Background: an optimization exercise with open tools, aiming at small area. Do not read the settings as production practice.
The RTL was checked by simulation tests, not by an equivalence proof against the original design.

## flow/design.v (module list and top-level ports; edited modules follow where they fit)
// module nn_top: 1677 lines
module nn_top #(
  parameter int data_w = 16,
  parameter int frac_w = 8
) (
  input  wire                clk,
  input  wire                rst_n,
  input  wire                in_valid_w1,
  input  wire                in_valid_w2,
  input  wire                in_valid_d,
  input  wire  [data_w-1:0]  weight1,
  input  wire  [data_w-1:0]  weight2,
  input  wire  [data_w-1:0]  data_point,
  output logic               out_valid,
  output logic [data_w-1:0]  out
);
  // ...
==> flow/flow/run.sh <==
#!/bin/bash
# Own flow: the standard layout, with an area-oriented resynthesis of the
# combinational logic (see my_synth.tcl). Each tool's output goes to a log here.
set -euo pipefail
W=$PWD
F=$W/flow
R=$W/orfs/results/$FLOW_PLATFORM/nn_top/base
LG=$W/orfs/logs/$FLOW_PLATFORM/nn_top/base

bash standard.sh synth > $W/log_synth_standard.txt 2>&1
cp $R/1_2_yosys.v $W/netlist_standard.v
cp $LG/1_2_yosys.log $W/log_yosys_standard.txt
python3 $F/regs.py list $W/netlist_standard.v > $W/regs_standard.txt

# 2. the area-oriented synthesis of the same RTL; its flip-flops get the
#    standard synthesis's instance names (checked one-to-one, same cell types)
sleep 1
choice=standard
if bash standard.sh SYNTH_SCRIPT=$F/my_synth.tcl do-yosys > $W/log_synth_area.txt 2>&1; then
  cp $LG/1_2_yosys.log $W/log_yosys_area.txt
  cp $R/1_2_yosys.v $W/netlist_area.v
  if [ -s $W/regs_standard.txt ] && python3 $F/regs.py rename $W/netlist_area.v $W/regs_standard.txt; then
    choice=area
  fi
fi
if [ $choice = area ]; then
  cp $W/netlist_area.v $R/1_2_yosys.v
else
  cp $W/netlist_standard.v $R/1_2_yosys.v
fi
echo "netlist used: $choice" > $W/synth_choice.txt
touch $R/1_2_yosys.v

# 3. the rest of the standard layout from that netlist
bash standard.sh > $W/log_layout.txt 2>&1
==> flow/flow/abc_area_relaxed.script <==
strash
&get -n
&st
&dch
&nf -R 1000
&put
topo
dnsize -c
==> flow/flow/my_synth.tcl <==
set my_dir [file dirname [file normalize [info script]]]
proc synth {args} {
  if {[lsearch -exact $args "fine:"] >= 0} {
    yosys synth -nofsm -noshare -noabc {*}$args
  } else {
    yosys synth -nofsm -noshare {*}$args
  }
}
proc extract_fa {args} { yosys extract_fa -fa {*}$args }
proc abc {args} {
  global my_dir
  set i [lsearch -exact $args "-script"]
  if {$i >= 0} { set args [lreplace $args [expr {$i+1}] [expr {$i+1}] $my_dir/abc_area_relaxed.script] }
  yosys abc {*}$args
}
source $::env(SCRIPTS_DIR)/synth.tcl
# left out here: clear keep_hierarchy, flatten, clean up, hide names made inside functions, write 1_2_yosys.v
==> flow/flow/regs.py <==
# regs.py list NETLIST            -> "instance cell" per flip-flop, sorted
# regs.py rename NETLIST STDLIST  -> rewrite NETLIST so that each flip-flop has the
#   instance name the standard synthesis gave the same register (names differ only
#   in the $_DFF..._ suffix Yosys adds); exits 1 unless the match is one-to-one
#   with the same cell types.
import re, sys

FF = re.compile(r'^(\s*)(sky130_fd_sc_hd__(?:df|edf|sdf|dl)\w*?)_(\d+)(\s+)(\S+)(\s*\()', re.M)

def regs(text):
    return sorted((m.group(5), m.group(2)) for m in FF.finditer(text))

def base(name):
    return re.sub(r'\$_[A-Z0-9_]+_$', '', name)

if sys.argv[1] == 'list':
    for inst, cell in regs(open(sys.argv[2]).read()):
        print(inst, cell)
    sys.exit(0)

text = open(sys.argv[2]).read()
std = {}
for line in open(sys.argv[3]):
    inst, cell = line.split()
    b = base(inst)
    if b in std:
        sys.exit(1)
    std[b] = (inst, cell)
mine = regs(text)
if len(mine) != len(std):
    sys.exit(1)
seen = set()
ren = {}
for inst, cell in mine:
    b = base(inst)
    if b not in std or b in seen or std[b][1] != cell:
        sys.exit(1)
    seen.add(b)
    ren[inst] = std[b][0]

def sub(m):
    return m.group(1) + m.group(2) + '_' + m.group(3) + m.group(4) + ren[m.group(5)] + m.group(6)

out = FF.sub(sub, text)
if sorted((i, c) for i, c in regs(out)) != sorted((i, c) for i, c in
        (tuple(l.split()) for l in open(sys.argv[3]))):
    sys.exit(1)
open(sys.argv[2], 'w').write(out)
==> flow/standard.sh <==
#!/bin/bash
# synth_recipe.tcl (not shown) runs the flow's synth.tcl, then flattens the netlist and writes it again
# the make line also repeats each setting of config.mk as NAME=value (left out here)
make -C /OpenROAD-flow-scripts/flow DESIGN_CONFIG=/design/flow/config.mk WORK_HOME=/design/flow/orfs CLKGATE_MAP_FILE= SYNTH_SCRIPT=/design/flow/synth_recipe.tcl "${@:-finish}"
==> flow/config.mk <==
export PLATFORM = sky130hd
export DESIGN_NAME = nn_top
export DESIGN_NICKNAME = nn_top
export VERILOG_FILES = /design/flow/design.v
export SDC_FILE = /design/flow/constraint.sdc
export NUM_CORES = 4
export LEC_CHECK = 0
export CAP_MARGIN = 20
export CORE_MARGIN = 2
export CORE_UTILIZATION = 40
export SLEW_MARGIN = 20
==> flow/constraint.sdc <==
create_clock -name core_clock -period 12.0 [get_ports {clk}]
set_input_delay 2.4000 -clock core_clock [delete_from_list [all_inputs] [get_ports {clk}]]
set_output_delay 2.4000 -clock core_clock [all_outputs]
set_load 0.01 [all_outputs]
==> run_results.csv, run 1 <==
group,metric,value,unit
placement,dp_slack,-0.02870,ns
setup_path,regToRegEndpoint,"r[14]",
setup_path,crit_cells,34,
placement,port_buffers,69,
setup_path,max_stage_delay,0.53,ns
final_layout,layout_commonest_cell,"edfxtp_1",
synth,seq_area_frac_synth,48.67,%
setup_path,worstSetupStartpointType,"input port",
floorplanning,dieHeight,234.6,um
status,outcome,"complete, no violations",
worst_hold_path,worstHoldPathCells,0,
cts,cts_buffer_depth,3,
final_layout,multi_input_area_share,43.36,%
routing,drtIter0Drc,1949,
global_routing,grt_pass1_wl,99660,um
final_layout,largest_registers,"w1 x192, d x64, w2 x48",
global_routing,grt_max_degree,118,
setup_path,crit_path_frequent_cell,"fa_1",
setup_path,crit_path_max_fanout,7,
cts,htree_levels,2,
final_layout,final_cell_mix,"edfxtp_1 (320), o22ai_1 (219), fa_1 (202)",
sta,rsz0062_at_grt,"false",
synth,synthTopCellsByArea,"edfxtp_1 (45%), fa_1 (19%), xnor2_1 (7.9%), o22ai_1 (6.4%), xor2_1 (4.4%)",
final_layout,multi_input_area,0.01092,mm^2
==> inputs of run 2 (changes only) <==
--- a/flow/design.v
+++ b/flow/design.v
@@ -103,36 +103,38 @@
   wire xb_d3 = ~(c2 | c4 | c5 | c7);
   wire [15:0] xa = ({16{xa_d1}} & d[1]) | ({16{xa_d0}} & d[0]) | ({16{xa_h}} & {1'b0, h[14:0]});
   wire [15:0] xb = ({16{xb_d3}} & d[3]) | ({16{xb_d2}} & d[2]) | ({16{xb_r}} & {1'b0, r[14:0]});
   wire vd0 = (n_d >= 3'd4);
   wire vd1 = (n_d >= 3'd3);
   wire vd2 = (n_d >= 3'd2);
   wire vd3 = (n_d != 3'd0);
   wire ya_0  = c0 & vd1 & (n_w1 >= 4'd12);    
-  wire ya_1  = c1 & vd1 & (n_w1 >= 4'd11);
   wire ya_8  = c2 & vd0 & (n_w1 >= 4'd4);
   wire ya_9  = c3 & vd1 & (n_w1 >= 4'd3);
   wire ya_v0 = c4 & (n_w2 == 2'd3);
   wire ya_4  = c5 & vd0 & (n_w1 >= 4'd8);
   wire ya_5  = c6 & vd1 & (n_w1 >= 4'd7);
   wire yb_2  = c0 & vd3 & (n_w1 >= 4'd10);    
-  wire yb_3  = c1 & vd3 & (n_w1 >= 4'd9);
   wire yb_10 = c2 & vd2 & (n_w1 >= 4'd2);
   wire yb_11 = c3 & vd3 & (n_w1 != 4'd0);
   wire yb_v2 = c4 & (n_w2 != 2'd0);
   wire yb_6  = c5 & vd2 & (n_w1 >= 4'd6);
   wire yb_7  = c6 & vd3 & (n_w1 >= 4'd5);
   wire yb_v1 = c7 & (n_w2 >= 2'd2);
-  wire [15:0] ya = ({16{ya_0}} & w1[0]) | ({16{ya_1}} & w1[1]) | ({16{ya_8}} & w1[8]) |
-                   ({16{ya_9}} & w1[9]) | ({16{ya_v0}} & w2[0]) | ({16{ya_4}} & w1[4]) |
-                   ({16{ya_5}} & w1[5]);
-  wire [15:0] yb = ({16{yb_2}} & w1[2]) | ({16{yb_3}} & w1[3]) | ({16{yb_10}} & w1[10]) |
-                   ({16{yb_11}} & w1[11]) | ({16{yb_v2}} & w2[2]) | ({16{yb_6}} & w1[6]) |
-                   ({16{yb_7}} & w1[7]) | ({16{yb_v1}} & w2[1]);
+  wire ya_1r = b & vd1 & (n_w1 >= 4'd11);
+  wire yb_3r = b & vd3 & (n_w1 >= 4'd9);
+  wire [15:0] ya_rest = ({16{ya_1r}} & w1[1]) | ({16{ya_8}} & w1[8]) |
+                        ({16{ya_9}} & w1[9]) | ({16{ya_v0}} & w2[0]) | ({16{ya_4}} & w1[4]) |
+                        ({16{ya_5}} & w1[5]);
+  wire [15:0] yb_rest = ({16{yb_3r}} & w1[3]) | ({16{yb_10}} & w1[10]) |
+                        ({16{yb_11}} & w1[11]) | ({16{yb_v2}} & w2[2]) | ({16{yb_6}} & w1[6]) |
+                        ({16{yb_7}} & w1[7]) | ({16{yb_v1}} & w2[1]);
+  wire [15:0] ya = ({16{ya_0}} & w1[0]) | ({16{~in_valid_d}} & ya_rest);
+  wire [15:0] yb = ({16{yb_2}} & w1[2]) | ({16{~in_valid_d}} & yb_rest);
   wire [15:0] acc_in = ({16{c1 | c3 | c6}} & r) | ({16{c7}} & h);
   wire [15:0] s;
   wire t_0, t_1, t_2, t_3, t_4, t_5, t_6, t_7, t_8, t_9, t_10, t_11, t_12, t_13, t_14, t_15, t_16, t_17, t_18, t_19, t_20, t_21, t_22, t_23, t_24, t_25, t_26, t_27, t_28, t_29, t_30, t_31, t_32, t_33, t_34, t_35, t_36, t_37, t_38, t_39, t_40, t_41, t_42, t_43, t_44, t_45, t_46, t_47, t_48, t_49, t_50, t_51, t_52, t_53, t_54, t_55, t_56, t_57, t_58, t_59, t_60, t_61, t_62, t_63, t_64, t_65, t_66, t_67, t_68, t_69, t_70, t_71, t_72, t_73, t_74, t_75, t_76, t_77, t_78, t_79, t_80, t_81, t_82, t_83, t_84, t_85, t_86, t_87, t_88, t_89, t_90, t_91, t_92, t_93, t_94, t_95, t_96, t_97, t_98, t_99, t_100, t_101, t_102, t_103, t_104, t_105, t_106, t_107, t_108, t_109, t_110, t_111, t_112, t_113, t_114, t_115, t_116, t_117, t_118, t_119, t_120, t_121, t_122, t_123, t_124, t_125, t_126, t_127, t_128, t_129, t_130, t_131, t_132, t_133, t_134, t_135, t_136, t_137, t_138, t_139, t_140, t_141, t_142, t_143, t_144, t_145, t_146, t_147, t_148, t_149, t_150, t_151, t_152, t_153, t_154, t_155, t_156, t_157, t_158, t_159, t_160, t_161, t_162, t_163, t_164, t_165, t_166, t_167, t_168, t_169, t_170, t_171, t_172, t_173, t_174, t_175, t_176, t_177, t_178, t_179, t_180, t_181, t_182, t_183, t_184, t_185, t_186, t_187, t_188, t_189, t_190, t_191, t_192, t_193, t_194, t_195, t_196, t_197, t_198, t_199, t_200, t_201, t_202, t_203, t_204, t_205, t_206, t_207, t_208, t_209, t_210, t_211, t_212, t_213, t_214, t_215, t_216, t_217, t_218, t_219, t_220, t_221, t_222, t_223, t_224, t_225, t_226, t_227, t_228, t_229, t_230, t_231, t_232, t_233, t_234, t_235, t_236, t_237, t_238, t_239, t_240, t_241, t_242, t_243, t_244, t_245, t_246, t_247, t_248, t_249, t_250, t_251, t_252, t_253, t_254, t_255, t_256, t_257, t_258, t_259, t_260, t_261, t_262, t_263, t_264, t_265, t_266, t_267, t_268, t_269, t_270, t_271, t_272, t_273, t_274, t_275, t_276, t_277, t_278, t_279, t_280, t_281, t_282, t_283, t_284, t_285, t_286, t_287, t_288, t_289, t_290, t_291, t_292, t_293, t_294, t_295, t_296, t_297, t_298, t_299, t_300, t_301, t_302, t_303, t_304, t_305, t_306, t_307, t_308, t_309, t_310, t_311, t_312, t_313, t_314, t_315, t_316, t_317, t_318, t_319, t_320, t_321, t_322, t_323, t_324, t_325, t_326, t_327, t_328, t_329, t_330, t_331, t_332, t_333, t_334, t_335, t_336, t_337, t_338, t_339, t_340, t_341, t_342, t_343, t_344, t_345, t_346, t_347, t_348, t_349, t_350, t_351, t_352, t_353, t_354, t_355, t_356, t_357, t_358, t_359, t_360, t_361, t_362, t_363, t_364, t_365, t_366, t_367, t_368, t_369, t_370, t_371, t_372, t_373, t_374, t_375, t_376, t_377, t_378, t_379, t_380, t_381, t_382, t_383, t_384, t_385, t_386, t_387, t_388, t_389, t_390, t_391, t_392, t_393, t_394, t_395, t_396, t_397, t_398, t_399, t_400, t_401, t_402, t_403, t_404, t_405, t_406, t_407, t_408, t_409, t_410, t_411, t_412, t_413, t_414, t_415, t_416, t_417, t_418, t_419, t_420, t_421, t_422, t_423, t_424, t_425, t_426, t_427, t_428, t_429, t_430, t_431, t_432, t_433, t_434, t_435, t_436, t_437, t_438, t_439, t_440, t_441, t_442, t_443, t_444, t_445, t_446, t_447, t_448, t_449, t_450, t_451, t_452, t_453, t_454, t_455, t_456, t_457, t_458, t_459, t_460, t_461, t_462, t_463, t_464, t_465, t_466, t_467, t_468, t_469, t_470, t_471, t_472, t_473, t_474, t_475, t_476, t_477, t_478, t_479, t_480, t_481, t_482, t_483, t_484, t_485, t_486, t_487, t_488, t_489, t_490, t_491, t_492, t_493, t_494, t_495, t_496, t_497, t_498, t_499, t_500, t_501, t_502, t_503, t_504, t_505, t_506, t_507, t_508, t_509, t_510, t_511, t_512, t_513, t_514, t_515, t_516, t_517, t_518, t_519, t_520, t_521, t_522, t_523, t_524, t_525, t_526, t_527, t_528, t_529, t_530, t_531, t_532, t_533, t_534, t_535, t_536, t_537, t_538, t_539, t_540, t_541, t_542, t_543, t_544, t_545, t_546, t_547, t_548, t_549, t_550, t_551, t_552, t_553, t_554, t_555, t_556, t_557, t_558, t_559, t_560, t_561, t_562, t_563, t_564, t_565, t_566, t_567, t_568, t_569, t_570, t_571, t_572, t_573, t_574, t_575, t_576, t_577, t_578, t_579, t_580, t_581, t_582, t_583, t_584, t_585, t_586, t_587, t_588, t_589, t_590, t_591, t_592, t_593, t_594, t_595, t_596, t_597, t_598, t_599, t_600, t_601, t_602, t_603, t_604, t_605, t_606, t_607, t_608, t_609, t_610, t_611, t_612, t_613, t_614, t_615, t_616, t_617, t_618, t_619, t_620, t_621, t_622, t_623, t_624, t_625, t_626, t_627, t_628, t_629, t_630, t_631, t_632, t_633, t_634, t_635, t_636, t_637, t_638, t_639, t_640, t_641, t_642, t_643, t_644, t_645, t_646, t_647, t_648, t_649, t_650, t_651, t_652, t_653, t_654, t_655, t_656, t_657, t_658, t_659, t_660, t_661, t_662, t_663, t_664, t_665, t_666, t_667, t_668, t_669, t_670, t_671, t_672, t_673, t_674, t_675, t_676, t_677, t_678, t_679, t_680, t_681, t_682, t_683, t_684, t_685, t_686, t_687, t_688, t_689, t_690, t_691, t_692, t_693, t_694, t_695, t_696, t_697, t_698, t_699, t_700, t_701, t_702, t_703, t_704, t_705, t_706, t_707, t_708, t_709, t_710, t_711, t_712, t_713, t_714, t_715, t_716, t_717, t_718, t_719, t_720, t_721, t_722, t_723, t_724, t_725, t_726, t_727, t_728, t_729, t_730, t_731, t_732, t_733, t_734, t_735, t_736, t_737, t_738, t_739, t_740, t_741, t_742, t_743, t_744, t_745, t_746, t_747, t_748, t_749, t_750, t_751, t_752, t_753, t_754, t_755, t_756, t_757, t_758, t_759, t_760, t_761, t_762, t_763, t_764, t_765, t_766, t_767, t_768, t_769, t_770, t_771, t_772, t_773, t_774, t_775, t_776, t_777, t_778, t_779, t_780, t_781, t_782, t_783, t_784, t_785, t_786, t_787, t_788, t_789, t_790, t_791, t_792, t_793, t_794, t_795, t_796, t_797, t_798, t_799, t_800, t_801, t_802, t_803, t_804, t_805, t_806, t_807, t_808, t_809, t_810, t_811, t_812, t_813, t_814, t_815, t_816, t_817, t_818, t_819, t_820, t_821, t_822, t_823, t_824, t_825, t_826, t_827, t_828, t_829, t_830, t_831, t_832, t_833, t_834, t_835, t_836, t_837, t_838, t_839, t_840, t_841, t_842, t_843, t_844, t_845, t_846, t_847, t_848, t_849, t_850, t_851, t_852, t_853, t_854, t_855, t_856, t_857, t_858, t_859, t_860, t_861, t_862, t_863, t_864, t_865, t_866, t_867, t_868, t_869, t_870, t_871, t_872, t_873, t_874, t_875, t_876, t_877, t_878, t_879, t_880, t_881, t_882, t_883, t_884, t_885, t_886, t_887, t_888, t_889, t_890, t_891, t_892, t_893, t_894, t_895, t_896, t_897, t_898, t_899, t_900, t_901, t_902, t_903, t_904, t_905, t_906, t_907, t_908, t_909, t_910, t_911, t_912, t_913, t_914, t_915, t_916, t_917, t_918, t_919, t_920, t_921, t_922, t_923, t_924, t_925, t_926, t_927, t_928, t_929, t_930, t_931, t_932, t_933, t_934, t_935, t_936, t_937, t_938, t_939, t_940, t_941, t_942, t_943, t_944, t_945, t_946, t_947, t_948, t_949, t_950, t_951, t_952, t_953, t_954, t_955, t_956, t_957, t_958, t_959, t_960, t_961, t_962, t_963, t_964, t_965, t_966, t_967, t_968, t_969, t_970, t_971, t_972, t_973, t_974, t_975, t_976, t_977, t_978, t_979, t_980, t_981, t_982, t_983, t_984, t_985, t_986, t_987, t_988, t_989, t_990, t_991, t_992, t_993, t_994, t_995, t_996, t_997, t_998, t_999, t_1000, t_1001, t_1002, t_1003, t_1004, t_1005, t_1006, t_1007, t_1008, t_1009, t_1010, t_1011, t_1012, t_1013, t_1014, t_1015, t_1016, t_1017, t_1018, t_1019, t_1020, t_1021, t_1022, t_1023, t_1024, t_1025, t_1026, t_1027, t_1028, t_1029, t_1030, t_1031, t_1032, t_1033, t_1034, t_1035, t_1036, t_1037, t_1038, t_1039, t_1040, t_1041, t_1042, t_1043, t_1044, t_1045, t_1046, t_1047, t_1048, t_1049, t_1050, t_1051, t_1052, t_1053, t_1054, t_1055, t_1056, t_1057, t_1058, t_1059, t_1060, t_1061, t_1062, t_1063, t_1064, t_1065, t_1066, t_1067, t_1068, t_1069, t_1070, t_1071, t_1072, t_1073, t_1074, t_1075, t_1076, t_1077, t_1078, t_1079, t_1080, t_1081, t_1082, t_1083, t_1084, t_1085, t_1086, t_1087, t_1088, t_1089, t_1090, t_1091, t_1092, t_1093, t_1094, t_1095, t_1096, t_1097, t_1098, t_1099, t_1100, t_1101, t_1102, t_1103, t_1104, t_1105, t_1106, t_1107, t_1108, t_1109, t_1110, t_1111, t_1112, t_1113, t_1114, t_1115, t_1116, t_1117, t_1118, t_1119, t_1120, t_1121, t_1122, t_1123, t_1124, t_1125, t_1126, t_1127, t_1128, t_1129, t_1130, t_1131, t_1132, t_1133, t_1134, t_1135, t_1136, t_1137, t_1138, t_1139, t_1140, t_1141, t_1142, t_1143, t_1144, t_1145, t_1146, t_1147, t_1148, t_1149, t_1150, t_1151, t_1152, t_1153, t_1154, t_1155, t_1156, t_1157, t_1158, t_1159, t_1160, t_1161, t_1162, t_1163, t_1164, t_1165, t_1166, t_1167, t_1168, t_1169, t_1170, t_1171, t_1172, t_1173, t_1174, t_1175, t_1176, t_1177, t_1178, t_1179, t_1180, t_1181, t_1182, t_1183, t_1184, t_1185, t_1186, t_1187, t_1188, t_1189, t_1190, t_1191, t_1192, t_1193, t_1194, t_1195, t_1196, t_1197, t_1198, t_1199, t_1200, t_1201, t_1202, t_1203, t_1204, t_1205, t_1206, t_1207, t_1208, t_1209, t_1210, t_1211, t_1212, t_1213, t_1214, t_1215, t_1216, t_1217, t_1218, t_1219, t_1220, t_1221, t_1222, t_1223, t_1224, t_1225, t_1226, t_1227, t_1228, t_1229, t_1230, t_1231, t_1232, t_1233, t_1234, t_1235, t_1236, t_1237, t_1238, t_1239, t_1240, t_1241, t_1242, t_1243, t_1244, t_1245, t_1246, t_1247, t_1248, t_1249, t_1250, t_1251, t_1252, t_1253, t_1254, t_1255, t_1256, t_1257, t_1258, t_1259, t_1260, t_1261, t_1262, t_1263, t_1264, t_1265, t_1266, t_1267, t_1268, t_1269, t_1270, t_1271, t_1272, t_1273, t_1274, t_1275, t_1276, t_1277, t_1278, t_1279, t_1280, t_1281, t_1282, t_1283, t_1284, t_1285, t_1286, t_1287, t_1288, t_1289, t_1290, t_1291, t_1292, t_1293, t_1294, t_1295, t_1296, t_1297, t_1298, t_1299, t_1300, t_1301, t_1302, t_1303, t_1304, t_1305, t_1306, t_1307, t_1308, t_1309, t_1310, t_1311, t_1312, t_1313, t_1314, t_1315, t_1316, t_1317, t_1318, t_1319, t_1320, t_1321, t_1322, t_1323, t_1324, t_1325, t_1326, t_1327, t_1328, t_1329, t_1330, t_1331, t_1332, t_1333, t_1334, t_1335, t_1336, t_1337, t_1338, t_1339, t_1340, t_1341, t_1342, t_1343, t_1344, t_1345, t_1346, t_1347, t_1348, t_1349, t_1350, t_1351, t_1352, t_1353, t_1354, t_1355, t_1356, t_1357, t_1358, t_1359, t_1360, t_1361, t_1362, t_1363, t_1364, t_1365, t_1366, t_1367, t_1368, t_1369, t_1370, t_1371, t_1372, t_1373, t_1374, t_1375, t_1376, t_1377, t_1378, t_1379, t_1380, t_1381, t_1382, t_1383, t_1384, t_1385, t_1386, t_1387, t_1388, t_1389, t_1390, t_1391, t_1392, t_1393, t_1394, t_1395, t_1396, t_1397, t_1398, t_1399, t_1400, t_1401, t_1402, t_1403, t_1404, t_1405, t_1406, t_1407, t_1408, t_1409, t_1410, t_1411, t_1412, t_1413, t_1414, t_1415, t_1416, t_1417, t_1418, t_1419, t_1420, t_1421, t_1422, t_1423, t_1424, t_1425, t_1426, t_1427, t_1428, t_1429, t_1430, t_1431, t_1432, t_1433, t_1434, t_1435, t_1436, t_1437, t_1438, t_1439, t_1440, t_1441, t_1442, t_1443, t_1444, t_1445, t_1446, t_1447, t_1448, t_1449, t_1450, t_1451, t_1452, t_1453, t_1454, t_1455, t_1456, t_1457, t_1458, t_1459, t_1460, t_1461, t_1462, t_1463, t_1464, t_1465, t_1466, t_1467, t_1468, t_1469, t_1470, t_1471, t_1472, t_1473, t_1474, t_1475, t_1476, t_1477, t_1478, t_1479, t_1480, t_1481, t_1482, t_1483, t_1484, t_1485, t_1486, t_1487, t_1488, t_1489, t_1490, t_1491, t_1492, t_1493, t_1494, t_1495, t_1496, t_1497, t_1498, t_1499, t_1500, t_1501, t_1502, t_1503, t_1504, t_1505, t_1506, t_1507, t_1508, t_1509, t_1510, t_1511, t_1512, t_1513, t_1514, t_1515, t_1516, t_1517, t_1518, t_1519, t_1520, t_1521, t_1522, t_1523, t_1524, t_1525, t_1526, t_1527, t_1528, t_1529, t_1530, t_1531, t_1532, t_1533, t_1534, t_1535, t_1536, t_1537, t_1538, t_1539, t_1540, t_1541, t_1542, t_1543, t_1544, t_1545, t_1546, t_1547, t_1548, t_1549, t_1550, t_1551, t_1552, t_1553;
   assign t_0 = ~xa[0];
   assign t_1 = xa[1] & t_0;
   assign t_2 = ~xa[1];
   assign t_3 = xa[0] & ya[0];
   assign t_4 = t_3 ^ xa[1];
--- a/flow/flow/run.sh
+++ b/flow/flow/run.sh
@@ -26,10 +26,17 @@
 if [ $choice = area ]; then
   cp $W/netlist_area.v $R/1_2_yosys.v
 else
   cp $W/netlist_standard.v $R/1_2_yosys.v
 fi
 echo "netlist used: $choice" > $W/synth_choice.txt
 touch $R/1_2_yosys.v
 
-# 3. the rest of the standard layout from that netlist
-bash standard.sh > $W/log_layout.txt 2>&1
+# 3. the rest of the standard layout from that netlist, with the extra make
+#    settings in layout_args.txt (one per line: smaller port buffers, CTS options)
+args=()
+if [ -f $F/layout_args.txt ]; then
+  while IFS= read -r line; do
+    [ -n "$line" ] && args+=("$line")
+  done < $F/layout_args.txt
+fi
+bash standard.sh "${args[@]}" finish > $W/log_layout.txt 2>&1
==> flow/flow/abc_area_relaxed.script (replaced) <==
strash
dch -f
amap
topo
dnsize -c
==> flow/flow/layout_args.txt (new file) <==
BUFFER_PORTS_ARGS=-buffer_cell sky130_fd_sc_hd__buf_1
CTS_ARGS=-sink_clustering_enable -repair_clock_nets -sink_clustering_size 16 -sink_clustering_max_diameter 60 -buf_list sky130_fd_sc_hd__clkbuf_8 -dont_use_dummy_load
==> flow/config.mk (replaced) <==
export PLATFORM = sky130hd
export DESIGN_NAME = nn_top
export DESIGN_NICKNAME = nn_top
export VERILOG_FILES = /design/flow/design.v
export SDC_FILE = /design/flow/constraint.sdc
export NUM_CORES = 4
export LEC_CHECK = 0
export CAP_MARGIN = 5
export CORE_MARGIN = 2
export CORE_UTILIZATION = 40
export GPL_TIMING_DRIVEN = 0
export SLEW_MARGIN = 5
==> run 2 against run 1 <==
Still clean. Clock skew rose by 0.041 ns. Routed wire length fell by 5.9%. Via count rose by 11%. Utilization fell by 2.8 points. First-iteration DRC count fell by 0.21%. Critical path depth fell by 5. Largest cell class unchanged. Highest routed layer unchanged.
==> run_results.csv, run 2 <==
group,metric,value,unit
setup_path,worst_setup_path_end_kind,"flop",
routing,dr_total_vias,16820,
final_layout,drive_above_1_share,8.467,%
floorplanning,die_area,0.05602,mm^2
sta,period_share,96.75,%
synth,yosys-top-cells-count,"edfxtp_1 (320), nand2_1 (232), o22ai_1 (232)",
placement,hpwl,46330,um
cts,htree_levels,1,
setup_path,critPathBufInv,6,
final_layout,largest_reg_flops,192,
cts,cts_buffer_depth,3,
synth,seq_area_frac_synth,47.81,%
synth,muxShareOfSynthArea,0,%
final_layout,layout_commonest_cell,"edfxtp_1",
setup_path,critPathSlowestCell,"a22oi_2",
cts,cts_buffers,28,
sta,worst_pin_slew,1.294,ns
setup_path,rrSetupSlack,0.59,ns
sta,tns,0,ns
final_layout,final_cell_mix,"edfxtp_1 (320), nand2_1 (232), o22ai_1 (232)",
routing,drtIter0Drc,1945,
routing,wire_per_inst,22.19,um
synth,synth_area,0.02166,mm^2
setup_path,crit_cells,29,
floorplanning,die_w,236.7,um
synth,synth_top_area_share,44.37,%
sta,relSlewSlack,13.70,%
cts,clkTransAtPathRegs,0.10,ns
synth,yosys.area.top_type,"edfxtp_1",
synth,synth_compound_area_share,21.05,%
setup_path,cp.required,12.47,ns
setup_path,reg2reg_depth,30,
sta,hold-worst-slack,0.4138,ns
global_routing,gr-usage-all-layers,22.05,%
final_layout,fillers,4931,
routing,wl,62370,um
setup_path,worstSetupStartpointType,"input port",
final_layout,largest_registers,"w1 x192, d x64, w2 x48",
sta,setup_viol,0,
floorplanning,core,0.05371,mm^2
sta,post-route-min-period,11.61,ns
synth,synth_top_family_by_area,"compound AO/OA/AOI/OAI gates",
setup_path,crit_path_frequent_cell,"fa_1",
synth,ys_seq_elements,353,
floorplanning,io_pins,70,
floorplanning,floorplan.initialDensity,40.32,%
synth,synth_ff_type,"edfxtp_1",
setup_path,max_stage_delay,0.56,ns
synth,yosys.area_share.xor_xnor,0.2426,%
sta,rsz0062_at_grt,"false",
setup_path,crit_path_max_fanout,37,
synth,synth_area_per_cell,11.33,um^2
synth,post-synth-top-count-cell,"edfxtp_1",
synth,yosysWarningCount,4,
cts,cts.sinks,353,
floorplanning,dieHeight,236.7,um
cts,clk_latency,0.64,ns
global_routing,grt_pass1_vias,16620,
routing,ant_nets,0,
global_routing,grt_pass1_wl,95800,um
worst_hold_path,hold_path.class,"flop to flop",
synth,syn-instance-count,1911,
worst_hold_path,worstHoldPathCells,0,
setup_path,critPathKind,"input port to flop",
synth,ys_async_sr_fraction,4.816,%
setup_path,arrival,12.08,ns
synth,yosys.area_share.simple,10.53,%
synth,synth.distinct_cells,40,
synth,syn-num-nets,2166,
sta,fmax,86.13,MHz
synth,synthTopCellsByArea,"edfxtp_1 (44%), fa_1 (19%), o22ai_1 (6.7%), o21ai_0 (5.2%), nand2_1 (4.0%)",
cts,clockRootBuffer,"clkbuf_8",
routing,drc_errors,0,
final_layout,nets,2371,
global_routing,grt_max_degree,51,
cts,cts_tree,"built",
global_routing,antenna_found_initial,1,
routing,first_pass_iters,8,
cts,cts_hold_buffers,0,
run,maxCapViolations,0,
sta,slew_violations,0,
placement,gp_congestion,0.9027,
final_layout,largest-register,"w1",
sta,clock-skew-final,0.07150,ns
status,outcome,"complete, no violations",
sta,hold_violations,0,
placement,port_buffers,69,
setup_path,crit_family,"adder cells",
synth,synth_fa_ha_area_share,18.67,%
global_routing,globalRouteOverflowTotal,0,
routing,via_per_inst,5.983,
floorplanning,rows,85,
final_layout,area.growth.synth_to_final,11.99,%
synth,synth_edf_count,320,
==> run 2: cell count changes after synthesis, sizes merged, moves of 19 or more <==
| cell | before | now |
|---|---|---|
| clkinv | 20 | 98 |
| nor2b | 2 | 64 |
| o21ai | 24 | 224 |
| xnor2 | 192 | 0 |
| xor2 | 108 | 6 |
| a22o | 31 | 1 |
| or2 | 4 | 23 |
| a21oi | 34 | 90 |
| nor2 | 63 | 155 |
| nand2 | 97 | 232 |
==> run 2: timing repair <==
action                                  CTS  global route
pin swaps                                 0             2
endpoints found under the setup margin    2             2
resized for setup                         9             5
buffers inserted                          0             3
==> run 2: worst register-to-register path: cells and delay by family (launching register included) <==
kind	cells	cell delay [ns]
compound gates	9	2.91
flops	1	0.98
fa+ha+maj	12	5.29
buf+inv	4	1.37
simple gates	5	0.71
==> run 2: layer usage <==
layer	global-route usage [%]	wire, um	up-vias	share of wire, %
li1	-	-	7742	-
met1	28.63	25070	8233	40
met2	37.36	30440	712	49
met3	2.227	3833	132	6.1
met4	10.30	3036	0	4.9
met5	0	0	-	0
==> run 2: cell families (layout without fill, tap and decap cells) <==
| logic type | after synthesis | after routing |
|---|---|---|
| XOR/XNOR | 6 | 6 |
| adder cells (fa/ha/maj) | 202 | 202 |
| other | 0 | 1 |
| flip-flops | 353 | 353 |
| AND/OR/NAND/NOR | 522 | 522 |
| buffers and inverters | 98 | 301 |
| AO/OA/AOI/OAI | 730 | 730 |
==> run 2: per-stage QoR <==
step	setup slack [ns]	util, %	cells	area, um^2
floorplan	0.2458	-	1911	21660
global placement	-6.322	42.43	2676	22790
detailed placement	-1.198	44.24	2776	23760
CTS	0.1470	45.02	2804	24180
global route	0.0003482	45.16	2811	24250
finish	0.3902	45.16	2811	24250
==> run 2: worst paths after layout <==
kind / startpoint / endpoint
setup / recovery: in_valid_d / r[15]
setup reg to reg: c7 / r[15]
min in group asynchronous: rst_n / n_w2[0]
hold / removal: d[2][7] / d[1][7]
max in group asynchronous: rst_n / c7
hold reg to reg: d[2][7] / d[1][7]
==> run 2: cell type report <==
class / instances / area, um^2 / area share (%)
Antenna cell: 1 / 2.502 / 0.01032
Clock buffer: 28 / 385.4 / 1.589
Inverter: 98 / 369.1 / 1.522
Multi-Input combinational cell: 1460 / 11120 / 45.83
Sequential cell: 353 / 10360 / 42.70
Tap cell: 696 / 870.8 / 3.590
Timing Repair Buffer: 175 / 1155 / 4.761
==> inputs of run 3 (changes only) <==
==> flow/flow/abc_area_relaxed.script (replaced) <==
strash
&get -n
&st
&dch
&nf -R 1000
&put
topo
dnsize -c
--- a/flow/config.mk
+++ b/flow/config.mk
@@ -5,8 +5,8 @@
 export SDC_FILE = /design/flow/constraint.sdc
 export NUM_CORES = 4
 export LEC_CHECK = 0
-export CAP_MARGIN = 5
+export CAP_MARGIN = 20
 export CORE_MARGIN = 2
 export CORE_UTILIZATION = 40
 export GPL_TIMING_DRIVEN = 0
-export SLEW_MARGIN = 5
+export SLEW_MARGIN = 20
==> run 3 against run 2 <==
Routed wire length down 3.2%. Synthesized cell count fell by 16%. Global-route usage is 0.51 points lower. Highest routed layer unchanged. Critical endpoint unchanged.
==> run_results.csv, run 3 <==
group,metric,value,unit
status,outcome,"complete, no violations",
synth,synth_fa_ha_area_share,18.77,%
synth,synth_top_family_by_area,"adder cells",
routing,wire_per_inst,24.47,um
synth,yosys.area_share.simple,4.524,%
setup_path,arrival,12.05,ns
synth,syn-num-nets,1855,
global_routing,gr-usage-all-layers,21.54,%
final_layout,largest-register,"w1",
final_layout,area.growth.synth_to_final,12.04,%
placement,hpwl,46120,um
routing,ant_nets,0,
synth,seq_area_frac_synth,47.94,%
worst_hold_path,hold_path.class,"flop to flop",
final_layout,diodes,0,
global_routing,globalRouteOverflowTotal,0,
sta,slew_violations,0,
routing,first_pass_iters,6,
floorplanning,dieHeight,236.4,um
synth,synth_ff_type,"edfxtp_1",
final_layout,final_area,0.02420,mm^2
routing,dr_total_vias,14780,
sta,clock-skew-final,0.06342,ns
floorplanning,io_pins,70,
synth,synthTopCellsByArea,"edfxtp_1 (44%), fa_1 (19%), xnor2_1 (7.3%), xor2_1 (5.2%), a22oi_1 (4.4%)",
sta,layout_setup_ws,0.4375,ns
synth,ys_seq_elements,353,
sta,rsz0062_at_grt,"false",
routing,drc_errors,0,
synth,ys_async_sr_fraction,4.816,%
final_layout,layout_commonest_cell,"edfxtp_1",
placement,gp_congestion,0.8935,
sta,hold-worst-slack,0.4238,ns
sta,fmax,86.49,MHz
setup_path,worstSetupStartpointType,"input port",
floorplanning,core,0.05360,mm^2
final_layout,final_cell_mix,"edfxtp_1 (320), fa_1 (202), xnor2_1 (173)",
setup_path,crit_path_frequent_cell,"fa_1",
placement,port_buffers,69,
placement,dp_slack,-1.110,ns
sta,period_share,96.35,%
cts,clkTransAtPathRegs,0.08,ns
cts,cts_hold_buffers,0,
setup_path,worst_setup_path_end_kind,"flop",
synth,synth_area_per_cell,13.50,um^2
global_routing,grt_max_degree,51,
synth,yosys-top-cells-count,"edfxtp_1 (320), fa_1 (202), xnor2_1 (180)",
cts,cts_buffers,28,
floorplanning,die_w,236.4,um
setup_path,max_stage_delay,0.53,ns
sta,relSlewSlack,26.74,%
synth,muxShareOfSynthArea,0.5156,%
synth,synth_compound_area_share,15.34,%
setup_path,critPathSlowestCell,"fa_1",
run,maxCapViolations,0,
routing,via_per_inst,5.987,
synth,syn-instance-count,1600,
final_layout,largest_registers,"w1 x192, d x64, w2 x48",
routing,wl,60400,um
cts,cts_buffer_depth,3,
cts,cts_tree,"built",
global_routing,grt_pass1_vias,15000,
final_layout,largest_reg_flops,192,
floorplanning,die_area,0.05587,mm^2
final_layout,drive_above_1_share,9.650,%
global_routing,antenna_found_initial,0,
sta,worst_pin_slew,1.099,ns
synth,synth_edf_count,320,
cts,clk_latency,0.63,ns
placement,place_area,0.02371,mm^2
sta,post-route-min-period,11.56,ns
synth,synth_top_area_share,44.49,%
synth,synth_area,0.02160,mm^2
final_layout,nets,2029,
floorplanning,floorplan.initialDensity,40.30,%
routing,drtIter0Drc,1463,
cts,clockRootBuffer,"clkbuf_8",
sta,setup_viol,0,
cts,cts.sinks,353,
setup_path,critPathKind,"input port to flop",
synth,post-synth-top-count-cell,"edfxtp_1",
cts,htree_levels,1,
setup_path,crit_path_max_fanout,30,
sta,hold_violations,0,
synth,yosysWarningCount,4,
synth,yosys.area.top_type,"edfxtp_1",
global_routing,grt_pass1_wl,92040,um
setup_path,cp.required,12.49,ns
synth,yosys.area_share.xor_xnor,12.53,%
floorplanning,rows,85,
synth,synth.distinct_cells,42,
==> run 3: changes by cell type after synthesis, sizes merged, moves of 93 or more <==
cell and delta:
o22ai -93, o21ai -184, nand2 -127, xor2 +123, xnor2 +180, nor2 -98
==> run 3: through the flow <==
| stage | std cells | TNS, ns | utilization (%) |
|---|---|---|---|
| finish | 2468 | 0 | 45.15 |
| global route | 2468 | 0 | 45.15 |
| global placement | 2365 | -67.32 | 42.40 |
| detailed placement | 2436 | -2.013 | 44.23 |
| floorplan | 1600 | 0 | - |
| CTS | 2464 | 0 | 44.99 |
==> run 3: per-layer routing <==
| layer | track usage (%) | part of all wire [%] |
|---|---|---|
| met3 | 1.826 | 4.8 |
| met2 | 37.25 | 51 |
| met1 | 28.10 | 40 |
| met4 | 8.611 | 4.1 |
| met5 | 0 | 0 |
==> run 3: kinds of logic (layout without fill, tap and decap cells) <==
family,count (synthesis),count (layout)
buffers and inverters,22,194
muxes,11,11
DFF,353,353
and+or+nand+nor,223,223
AOI/OAI and AO/OA,479,479
adders and majority gates,203,203
xor gates and xnor gates,309,309
==> run 3: final cells by class <==
| class | instances | area (um^2) |
|---|---|---|
| clock buffer | 28 | 385.4 |
| fill | 4873 | 29400 |
| inverter | 22 | 90.09 |
| multi-input combinational | 1225 | 11490 |
| sequential | 353 | 10350 |
| tap | 696 | 870.8 |
| timing repair buffer | 144 | 1010 |
==> run 3: critical path: cells and delay by family <==
family / cells / cell delay [ns]
fa+ha+maj: 13 / 5.63
compound gates: 8 / 1.37
buf+inv: 5 / 1.19
simple gates: 4 / 0.74
xor+xnor: 3 / 0.64
==> run 3: path summary, 6_finish.rpt <==
| path | startpoint | endpoint | slack (ns) | cells past startpoint |
|---|---|---|---|---|
| setup / recovery | in_valid_d | r[15] | 0.44 | 33 |
| hold / removal | c6 | c7 | 0.42 | 0 |
| setup reg to reg | c2 | r[15] | 0.64 | 32 |
| hold reg to reg | c6 | c7 | 0.42 | 0 |
| max in group asynchronous | rst_n | n_w1[2] | 9.52 | 1 |
| min in group asynchronous | rst_n | n_w1[1] | 1.90 | 1 |
==> run 3: repair_timing <==
action | 4_1_cts | 5_1_grt
buffers inserted | 0 | 4
pin swaps | 0 | 1
gates cloned | 0 | 0
resized for setup | 8 | 9
setup endpoints to repair | 1 | 1
==> inputs of run 4 (changes only) <==
--- a/flow/config.mk
+++ b/flow/config.mk
@@ -7,6 +7,7 @@
 export LEC_CHECK = 0
 export CAP_MARGIN = 20
 export CORE_MARGIN = 2
-export CORE_UTILIZATION = 40
+export CORE_UTILIZATION = 70
 export GPL_TIMING_DRIVEN = 0
+export PLACE_DENSITY = 0.8
 export SLEW_MARGIN = 20
==> run 4 against run 3 <==
Final area decreased by 1.9%. Hold slack worse by 0.032 ns. Sequential share of layout area rose by 0.84 points. Fmax is 1.6% lower. Critical path depth is 3 lower. Global-route usage increased by 16 points. Cell count shrank 13%. Via count grew 5.1%. Non-clock buffer count shrank 8. Largest cell class unchanged. Highest routed layer unchanged.
==> run_results.csv, run 4 <==
group,metric,value,unit
status,outcome,"complete, no violations",
routing,dr_total_vias,15530,
placement,port_buffers,69,
sta,post-route-min-period,11.75,ns
synth,synth_top_area_share,44.49,%
floorplanning,die_area,0.03228,mm^2
global_routing,antenna_found_initial,0,
placement,gp_congestion,0.9941,
cts,clkTransAtPathRegs,0.10,ns
setup_path,critPathKind,"input port to flop",
cts,clockRootBuffer,"clkbuf_8",
synth,seq_area_frac_synth,47.94,%
synth,yosysWarningCount,4,
cts,cts_buffer_depth,3,
sta,relSlewSlack,24.30,%
setup_path,worst_setup_path_end_kind,"flop",
setup_path,rrSetupSlack,0.36,ns
synth,ys_async_sr_fraction,4.816,%
final_layout,fin_util,77.80,%
sta,fmax,85.09,MHz
global_routing,grt_max_degree,51,
final_layout,largest-register,"w1",
sta,slew_violations,0,
final_layout,area.growth.synth_to_final,9.888,%
final_layout,final_cell_mix,"edfxtp_1 (320), fa_1 (202), xnor2_1 (173)",
final_layout,largest_reg_flops,192,
synth,synth_edf_count,320,
synth,synth_ff_type,"edfxtp_1",
cts,cts.sinks,353,
routing,wl,61100,um
synth,syn-num-nets,1855,
sta,period_share,97.93,%
routing,ant_nets,0,
routing,first_pass_iters,9,
run,maxCapViolations,0,
final_layout,layout_commonest_cell,"edfxtp_1",
final_layout,multi_input_area,0.01145,mm^2
global_routing,grt_pass1_wl,92870,um
sta,hold_violations,0,
cts,cts_tree,"built",
global_routing,globalRouteOverflowTotal,0,
synth,synthTopCellsByArea,"edfxtp_1 (44%), fa_1 (19%), xnor2_1 (7.3%), xor2_1 (5.2%), a22oi_1 (4.4%)",
setup_path,cp.required,12.48,ns
sta,worst_pin_slew,1.124,ns
synth,yosys-top-cells-count,"edfxtp_1 (320), fa_1 (202), xnor2_1 (180)",
final_layout,diodes,0,
global_routing,gr-usage-all-layers,37.96,%
final_layout,largest_registers,"w1 x192, d x64, w2 x48",
routing,via_per_inst,7.191,
global_routing,grt_pass1_vias,15960,
sta,setup_viol,0,
sta,clock-skew-final,0.1260,ns
floorplanning,core,0.03051,mm^2
floorplanning,rows,64,
synth,synth.distinct_cells,42,
setup_path,crit_path_frequent_cell,"fa_1",
setup_path,crit_path_max_fanout,35,
routing,wire_per_inst,28.30,um
floorplanning,io_pins,70,
cts,clk_latency,0.62,ns
routing,drtIter0Drc,2235,
setup_path,critPathSlowestCell,"o21ai_1",
floorplanning,die_w,179.7,um
final_layout,seqCellArea,0.01035,mm^2
setup_path,worstSetupStartpointType,"input port",
synth,ys_seq_elements,353,
routing,drc_errors,0,
synth,synth_area,0.02160,mm^2
placement,hpwl,45300,um
setup_path,max_stage_delay,0.55,ns
worst_hold_path,hold_path.class,"flop to flop",
floorplanning,floorplan.initialDensity,70.80,%
cts,cts_buffers,27,
synth,synth_area_per_cell,13.50,um^2
setup_path,arrival,12.23,ns
cts,htree_levels,1,
final_layout,fillers,1902,
synth,syn-instance-count,1600,
final_layout,drive_above_1_share,8.962,%
final_layout,nets,2020,
floorplanning,dieHeight,179.7,um
synth,post-synth-top-count-cell,"edfxtp_1",
sta,tns,0,ns
sta,rsz0062_at_grt,"false",
synth,yosys.area.top_type,"edfxtp_1",
-- run 4: changes by cell type in the layout (fill, tap and decap cells not counted), moves of 2 or more --
cell	change
a21o_2	+2
a21o_4	-3
a21oi_2	-2
buf_12	-3
buf_16	+3
buf_4	-9
buf_6	-3
buf_8	+2
-- run 4: layout make-up --
class	instances	share of cell area, %
multi-input combinational	1225	48.25
clock buffer	27	1.566
tap	396	2.088
sequential	353	43.63
inverter	22	0.3690
timing repair buffer	136	4.101
-- run 4: cells by family (layout without fill, tap and decap cells) --
family	after synthesis	count (layout)	synth area share (%)
DFF	353	353	47.94
xor gates and xnor gates	309	309	12.53
AOI/OAI and AO/OA	479	479	15.34
adders and majority gates	203	203	18.77
buffers and inverters	22	185	0.3823
muxes	11	11	0.5156
and+or+nand+nor	223	223	4.524
-- run 4: final timing paths --
check                                 from        to  cells past startpoint
worst max-delay path            in_valid_d     r[15]                     30
worst min-delay path              w1[6][7]  w1[5][7]                      0
worst max register to register          c2     r[15]                     30
worst min register to register    w1[6][7]  w1[5][7]                      0
max in group asynchronous            rst_n   n_w1[0]                      1
min in group asynchronous            rst_n   n_w1[3]                      1
-- run 4: metal layers --
layer	track usage, %	wire, um	vias to the layer above
li1	-	-	6444
met1	48.32	20910	7782
met2	63.89	30840	1036
met3	4.032	5092	264
met4	22.63	4265	0
met5	0	0	-
-- run 4: worst max-delay path: cells and delay by family --
family	cells	cell delay [ns]
simple gates	4	0.83
xor+xnor	3	0.80
compound gates	8	1.95
fa+ha+maj	13	5.59
buf+inv	2	0.66
-- run 4: timing repair --
item                                    CTS  global route
resized for setup                         7             6
endpoints found under the hold margin     0             0
setup buffers                             0             0
hold buffers                              0             0
endpoints found under the setup margin    1             1
-- run 4: stage by stage --
step | setup slack, ns | area (um^2) | hold slack, ns | std cells
floorplan | 0.06394 | 21600 | 0.3731 | 1600
global placement | -6.200 | 22350 | 0.3896 | 2065
detailed placement | -0.8949 | 23320 | 0.4117 | 2132
CTS | 0.005445 | 23710 | 0.3766 | 2159
global route | 0.03758 | 23740 | 0.4031 | 2159
finish | 0.2479 | 23740 | 0.3921 | 2159
==> inputs of run 5 (changes only) <==
==> flow/flow/layout_args.txt (replaced) <==
BUFFER_PORTS_ARGS=-buffer_cell sky130_fd_sc_hd__buf_1
CTS_ARGS=-sink_clustering_enable -repair_clock_nets -sink_clustering_size 20 -sink_clustering_max_diameter 70 -buf_list sky130_fd_sc_hd__clkbuf_8 -dont_use_dummy_load
--- a/flow/config.mk
+++ b/flow/config.mk
@@ -7,7 +7,6 @@
 export LEC_CHECK = 0
 export CAP_MARGIN = 20
 export CORE_MARGIN = 2
-export CORE_UTILIZATION = 70
+export CORE_UTILIZATION = 40
 export GPL_TIMING_DRIVEN = 0
-export PLACE_DENSITY = 0.8
 export SLEW_MARGIN = 20
==> run 5 against run 4 <==
Worst setup slack better by 0.18 ns. Clock-buffer cell count is 4 lower. Highest routed layer unchanged. Global-route usage decreased by 16 points.
==> run_results.csv, run 5 <==
group,metric,value,unit
status,outcome,"complete, no violations",
placement,hpwl,46120,um
global_routing,gr-usage-all-layers,21.49,%
routing,via_per_inst,5.988,
final_layout,multi_input_area,0.01149,mm^2
setup_path,crit_path_frequent_cell,"fa_1",
synth,yosys.area.top_type,"edfxtp_1",
sta,period_share,96.47,%
synth,synth_top_area_share,44.49,%
synth,synth_area,0.02160,mm^2
setup_path,regToRegEndpoint,"r[15]",
synth,synthTopCellsByArea,"edfxtp_1 (44%), fa_1 (19%), xnor2_1 (7.3%), xor2_1 (5.2%), a22oi_1 (4.4%)",
placement,gp_congestion,0.8935,
sta,rsz0062_at_grt,"false",
floorplanning,dieHeight,236.4,um
floorplanning,rows,85,
setup_path,critPathKind,"input port to flop",
cts,cts_hold_buffers,0,
setup_path,crit_path_max_fanout,30,
final_layout,seqCellArea,0.01035,mm^2
synth,post-synth-top-count-cell,"edfxtp_1",
routing,drc_errors,0,
synth,yosys-top-cells-count,"edfxtp_1 (320), fa_1 (202), xnor2_1 (180)",
synth,synth_area_per_cell,13.50,um^2
final_layout,fillers,4865,
synth,synth_ff_type,"edfxtp_1",
global_routing,globalRouteOverflowTotal,0,
cts,clkTransAtPathRegs,0.11,ns
sta,hold_violations,0,
cts,cts_tree,"built",
worst_hold_path,hp-start,"w1[10][0]",
cts,cts_buffers,23,
routing,first_pass_iters,8,
final_layout,drive_above_1_share,9.394,%
cts,clockRootBuffer,"clkbuf_8",
routing,dr_total_vias,14750,
sta,post-route-min-period,11.58,ns
worst_hold_path,hold_path.class,"flop to flop",
global_routing,grt_pass1_vias,14980,
worst_hold_path,hold_path_end,"w1[9][0]",
final_layout,area.growth.synth_to_final,11.72,%
setup_path,critPathSlowestCell,"fa_1",
synth,syn-num-nets,1855,
setup_path,arrival,12.05,ns
routing,wire_per_inst,24.48,um
worst_hold_path,worstHoldPathCells,0,
synth,synth_edf_count,320,
final_layout,largest_registers,"w1 x192, d x64, w2 x48",
sta,clock-skew-final,0.09150,ns
floorplanning,die_area,0.05587,mm^2
routing,wl,60290,um
synth,yosysWarningCount,4,
setup_path,cp.required,12.47,ns
sta,layout_setup_ws,0.4242,ns
placement,dp_slack,-1.110,ns
sta,worst_pin_slew,1.086,ns
global_routing,grt_pass1_wl,91760,um
synth,ys_async_sr_fraction,4.816,%
sta,setup_viol,0,
run,maxCapViolations,0,
sta,slew_violations,0,
routing,drtIter0Drc,1460,
floorplanning,die_w,236.4,um
cts,htree_levels,1,
setup_path,worst_setup_path_end_kind,"flop",
final_layout,largest-register,"w1",
routing,ant_nets,0,
placement,port_buffers,69,
sta,relSlewSlack,27.61,%
setup_path,rrSetupSlack,0.62,ns
global_routing,grt_max_degree,51,
setup_path,reg2reg_from,"c2",
setup_path,max_stage_delay,0.53,ns
floorplanning,floorplan.initialDensity,40.30,%
floorplanning,core,0.05360,mm^2
global_routing,antenna_found_initial,0,
final_layout,largest_reg_flops,192,
cts,clk_latency,0.62,ns
synth,syn-instance-count,1600,
synth,ys_seq_elements,353,
sta,fmax,86.39,MHz
synth,synth.distinct_cells,42,
floorplanning,io_pins,70,
setup_path,worstSetupStartpointType,"input port",
cts,cts.sinks,353,
synth,seq_area_frac_synth,47.94,%
final_layout,layout_commonest_cell,"edfxtp_1",
final_layout,diodes,0,
setup_path,reg2reg_depth,32,
final_layout,final_cell_mix,"edfxtp_1 (320), fa_1 (202), xnor2_1 (173)",
cts,cts_buffer_depth,3,
final_layout,nets,2024,
## run 5: cell types whose count changed in the layout (fill, tap and decap cells not counted), moves of 3 or more
cell / previous run / this run
buf_4: 17 / 26
clkbuf_8: 27 / 23
a21o_4: 0 / 3
buf_12: 7 / 10
buf_16: 3 / 0
buf_6: 19 / 22
## run 5: kinds of logic (layout without fill, tap and decap cells)
kind of cell,after synthesis,count (layout),synth area share [%]
AO/OA/AOI/OAI,479,479,15.34
XOR/XNOR,309,309,12.53
adder cells (fa/ha/maj),203,203,18.77
buffers and inverters,22,189,0.3823
flip-flops,353,353,47.94
multiplexers,11,11,0.5156
AND/OR/NAND/NOR,223,223,4.524
## run 5: cell type report
cell class | instances | area share (%)
Inverter | 22 | 0.3733
Clock buffer | 23 | 1.312
Multi-Input combinational cell | 1225 | 47.61
Tap cell | 696 | 3.609
Sequential cell | 353 | 42.91
Timing Repair Buffer | 144 | 4.184
## run 5: worst max-delay path by stage
stage / start / end / slack, ns / cells after the start
global route: in_valid_d / r[15] / 0.08 / 33
CTS: c2 / r[15] / 0.02 / 32
floorplan: c2 / r[15] / 0.06 / 28
finish: in_valid_d / r[15] / 0.42 / 33
detailed placement: in_valid_d / r[15] / -1.11 / 32
global placement: in_valid_d / r[15] / -6.32 / 27
## run 5: layer usage
metal	track usage (%)	part of all wire, %
met1	27.98	40
met2	37.18	51
met3	1.884	5.2
met4	8.554	4.3
met5	0	0
## run 5: through the flow
step	instances	util, %	cell area (um^2)	hold WS [ns]	TNS, ns
after global placement	2365	42.40	22730	0.3939	-67.32
after floorplan	1600	-	21600	0.3731	0
after global routing	2463	45.02	24130	0.4282	0
final	2463	45.02	24130	0.3902	0
after CTS	2459	44.86	24050	0.3930	0
after detailed placement	2436	44.23	23710	0.4031	-2.013
## run 5: timing repair
| item | CTS | global route |
|---|---|---|
| pin swaps | 0 | 1 |
| setup buffers | 0 | 4 |
| endpoints found under the hold margin | 0 | 0 |
| endpoints found under the setup margin | 1 | 1 |
| gates resized for setup | 8 | 9 |
## run 5: critical path, delay by kind of cell
kind            cells  cell delay, ns
buf+inv             5            1.20
xor+xnor            3            0.64
fa+ha+maj          13            5.62
compound gates      8            1.38
simple gates        4            0.74

-- re-timing with driven ports --
The flow's constraints put no driver on any port. The routed layouts listed below were extracted and timed again, unchanged, in two steps. Step 1 sets driving cells, clkbuf_16 on the clock port and buf_2 on the other inputs (assumed; they add their load-dependent delay and slew). Step 2 also shifts input and output timing later by t, the mid clock arrival at the registers, as if the neighbouring blocks saw the same clock. Slacks: no drivers / after step 1 / after step 2; pairs: no drivers / after step 1.
run	t, ns	slack for setup (ns)	hold slack, ns	worst setup path after step 2	latest minus earliest clock arrival (ns)
run 1	0.633	0.427 / 0.320 / -0.313	0.432 / 0.432 / 0.432	input to register	0.032 / 0.031
run 2	0.655	0.390 / 0.418 / -0.237	0.414 / 0.414 / 0.414	input to register	0.071 / 0.072
run 3	0.651	0.437 / 0.448 / -0.203	0.424 / 0.424 / 0.424	input to register	0.065 / 0.065
run 4	0.611	0.248 / 0.274 / -0.336	0.392 / 0.392 / 0.392	input to register	0.126 / 0.127
run 5	0.631	0.424 / 0.436 / -0.195	0.390 / 0.390 / 0.390	input to register	0.091 / 0.091
Met with ideal ports but missed after step 2: setup timing in every run listed. The setup slack of run 1, which loses most, moves by -0.107 ns with the drivers and by -0.740 ns with both steps.
